From an optimization exercise on the open Yosys and OpenROAD flow, aimed at small area, a short achievable clock period and few clock cycles per item; shortcuts taken in it are not production practice.
Only simulation tests tie the RTL to the original design; equivalence was not proved.
Power and IR drop assume default switching activity.

== build 75 ==
## rgb565_hsl_color_classifier
module rgb565_hsl_color_classifier (
  input  logic        clk,
  input  logic        rst_n,
  input  logic        start,
  output logic        busy,
  input  logic [15:0] in_pixel,
  output logic        out_valid,
  output logic [7:0]  out_hue,
  output logic [7:0]  out_lightness,
  output logic [7:0]  out_saturation,
  output logic        out_match,
  input  logic        cfg_we,
  input  logic [2:0]  cfg_index,
  input  logic [15:0] cfg_data
);
  logic [15:0] hue_low_r, hue_high_r;
  logic [7:0]  sat_low_r, sat_high_r, light_low_r, light_high_r;
  always_ff @(posedge clk) begin
    if (!rst_n) begin
      hue_low_r    <= 16'd65496;
      hue_high_r   <= 16'd40;
      sat_low_r    <= 8'd90;
      sat_high_r   <= 8'd180;
      light_low_r  <= 8'd0;
      light_high_r <= 8'd80;
    end else if (cfg_we) begin
      case (cfg_index)
        REG_HUE_LOW:    hue_low_r    <= cfg_data;
        REG_HUE_HIGH:   hue_high_r   <= cfg_data;
        REG_SAT_LOW:    sat_low_r    <= cfg_data[7:0];
        REG_SAT_HIGH:   sat_high_r   <= cfg_data[7:0];
        REG_LIGHT_LOW:  light_low_r  <= cfg_data[7:0];
        REG_LIGHT_HIGH: light_high_r <= cfg_data[7:0];
        default: ;
      endcase
    end
  end
  assign busy = 1'b0;
  logic [5:0] cr, cg, cb;
  assign cr = {in_pixel[15:11], 1'b0};
  assign cg = in_pixel[10:5];
  assign cb = {in_pixel[4:0], 1'b0};
  logic        v1;
  logic [15:0] px_1;
  logic        ge_rg_1, ge_rb_1, ge_gb_1;
  always_ff @(posedge clk) begin
    if (!rst_n) v1 <= 1'b0;
    else        v1 <= start;
  end
  always_ff @(posedge clk) begin
    px_1    <= in_pixel;
    ge_rg_1 <= (cr >= cg);
    ge_rb_1 <= (cr >= cb);
    ge_gb_1 <= (cg >= cb);
  end
  logic [5:0] r_1, g_1, b_1, mx, mn, md;
  logic [1:0] sel_a;    
  logic       neg_a;
  logic [5:0] a_b, d_b;
  logic [6:0] s_b;
  always_comb begin
  ...
==> flow/config.mk <==
export PLATFORM = sky130hd
export DESIGN_NAME = rgb565_hsl_color_classifier
export DESIGN_NICKNAME = rgb565_hsl_color_classifier
export VERILOG_FILES = /design/flow/design.v
export SDC_FILE = /design/flow/constraint.sdc
export NUM_CORES = 4
export LEC_CHECK = 0
export ABC_AREA = 1
export CAP_MARGIN = 20
export CORE_MARGIN = 2
export CORE_UTILIZATION = 40
export CTS_CLUSTER_DIAMETER = 85
export CTS_CLUSTER_SIZE = 32
export PLACE_DENSITY = 0.6
export SETUP_SLACK_MARGIN = 3.7
export SLEW_MARGIN = 20
==> flow/constraint.sdc <==
create_clock -name core_clock -period 6.0 [get_ports {clk}]
set_input_delay 1.2000 -clock core_clock [delete_from_list [all_inputs] [get_ports {clk}]]
set_output_delay 1.2000 -clock core_clock [all_outputs]
set_load 0.01 [all_outputs]
standard.sh (not shown) runs the stock make flow with config.mk's settings and CLKGATE_MAP_FILE= SYNTH_SCRIPT=/design/flow/synth_recipe.tcl, a recipe that flattens the netlist after the stock synthesis.
==> flow/flow/run.sh <==
#!/bin/bash
set -euo pipefail
bash standard.sh "BUFFER_PORTS_ARGS=-buffer_cell sky130_fd_sc_hd__buf_2" finish > flow_make.log 2>&1
Testbench counts of build 75, summed over its fixed seeds: cycles 24,096, pixels 24,000.
## Diff of input files: build 68 against build 75
- a change of CTS_CLUSTER_SIZE from 32 to 28
- a change of CTS_CLUSTER_DIAMETER from 85 to 80
==> flow/flow/run.sh <==
#!/bin/bash
set -euo pipefail
bash standard.sh "BUFFER_PORTS_ARGS=-buffer_cell sky130_fd_sc_hd__buf_2" RECOVER_POWER=50 finish > flow_make.log 2>&1
==> comparison <==
Build 68 completed end to end; final checks failed (max-capacitance violations, max-slew violations).
Of build 68 and build 75, it is build 68 that has the lower sequential share of layout area.
The total power divided by cell area in build 68 sits about 1.1% above the value recorded for build 75.
Combinational group share of total power for build 68 is lower than for build 75.
~same global-route usage over all layers in build 75 and build 68
Compared with build 75, post-route total power in build 68 increased slightly.
Compared with build 75, placement density in the core of build 68 is higher.
Going from build 75 to build 68, the final cell area excluding filler cells was found to have gone up by 0.46%.
Build 68 ends up with lower power share of the sequential group than build 75 does.
Summary of the comparison: data required time at the worst endpoint is higher in build 68, relative to build 75.
Setup changes, build 68 to build 80
==> flow/flow/run.sh <==
#!/bin/bash
set -euo pipefail
bash standard.sh "BUFFER_PORTS_ARGS=-buffer_cell sky130_fd_sc_hd__buf_2" finish > flow_make.log 2>&1
Build 80: full flow OK, the timing, DRC and antenna checks passed
Final period utilization: build 80 < build 68
Combined area of the multi-input logic cells essentially unchanged between build 80 and build 68.
The higher layout overhead on the synthesized area came out of build 80.
Build 80 has critical path depth in cells below what build 68 had.
Build 80 and build 68 ended up with nearly the same multi-input combinational area share.
As far as placer congestion estimate goes, build 68 and build 80 are indistinguishable; the numbers are identical.
Summary of build 80 over build 68: clock input transition at the sequential cells of the worst setup and hold paths held, fraction of area in non-clock buffers held.
Design area essentially unchanged between build 68 and build 80.
## Diff of input files: build 78 against build 80
- CTS_CLUSTER_SIZE now 32, was 28
- CTS_CLUSTER_DIAMETER now 85, was 80
==> flow/run.sh (new file) <==
#!/bin/bash
# synth_recipe.tcl (not shown) runs the flow's synth.tcl, then flattens the netlist and writes it again
# the make line also repeats each setting of config.mk as NAME=value (left out here)
make -C /OpenROAD-flow-scripts/flow DESIGN_CONFIG=/design/flow/config.mk WORK_HOME=/design/flow/orfs CLKGATE_MAP_FILE= SYNTH_SCRIPT=/design/flow/synth_recipe.tcl finish
removed: flow/flow/run.sh
removed: flow/standard.sh
[summary]
- | cell count | build 78 vs build 80 | ≈ equal |
- Changes observed in build 78 relative to build 80: clock share of power dropped 0.9 points; non-clock buffer count in the final layout climbed 4; time the worst path needs with I/O delays and setup dropped 0.032 ns; clock network area share dropped 0.57 points; sequential fraction of total cell area dropped 0.23 points.
- Comparing overall power consumption for build 78 and build 80, the bigger number came from build 80.
The following lists how build 19 was set up differently from build 78:
- changing CTS_CLUSTER_DIAMETER from 85 to 80
- changing CORE_UTILIZATION from 40 to 60
- changing CTS_CLUSTER_SIZE from 32 to 28
- changing PLACE_DENSITY from 0.6 to 0.8
Summary: routed wire length, build 19 worse than build 78. Buffer and inverter count on the worst path was lower in the run labelled build 78. Build 19 went all the way through the flow, and no timing, DRC or antenna check failed. Compared with build 78, in build 19 overall routing resource usage has increased; clock buffer instance count of the final layout has increased; shortest clock period the worst path allows after layout has increased; via count has increased; fmax has decreased.

==> port drivers added, routing unchanged <==
The flow's constraints put no driver on any port. The routed layouts listed below were extracted and timed again, unchanged, in two steps. Step 1 (the two cells are an assumption about what drives the block):
set clk [get_ports {clk}]
set_driving_cell -lib_cell sky130_fd_sc_hd__clkbuf_16 $clk
set_driving_cell -lib_cell sky130_fd_sc_hd__buf_2 [delete_from_list [all_inputs] $clk]
Step 2 moves the port delays by t, midway between the first and last clock arrival at a register: inputs arrive t later, outputs are due t later. That takes back most of the time a late clock gives input paths. a / b / c = no drivers / after step 1 / after step 2; a / b = the first two.
| run | t (ns) | slack for setup (ns) | worst setup path after step 2 | latest minus earliest clock arrival (ns) | worst slew at a driven data input, ns |
|---|---|---|---|---|---|
| build 75 | 0.616 | 3.749 / 3.691 / 3.367 | input to register | 0.033 / 0.034 | 0.04 |
| build 68 | 0.629 | 2.663 / 2.674 / 2.045 | input to register | 0.041 / 0.041 | 0.04 |
| build 80 | 0.630 | 3.730 / 3.672 / 3.397 | input to register | 0.041 / 0.042 | 0.04 |
| build 78 | 0.611 | 3.762 / 3.708 / 3.171 | input to register | 0.022 / 0.023 | 0.04 |
| build 19 | 0.595 | 3.729 / 3.708 / 3.154 | input to register | 0.020 / 0.021 | 0.04 |
For build 68, which loses most, drivers alone change the setup slack by +0.011 ns; drivers and shift together by -0.618 ns.
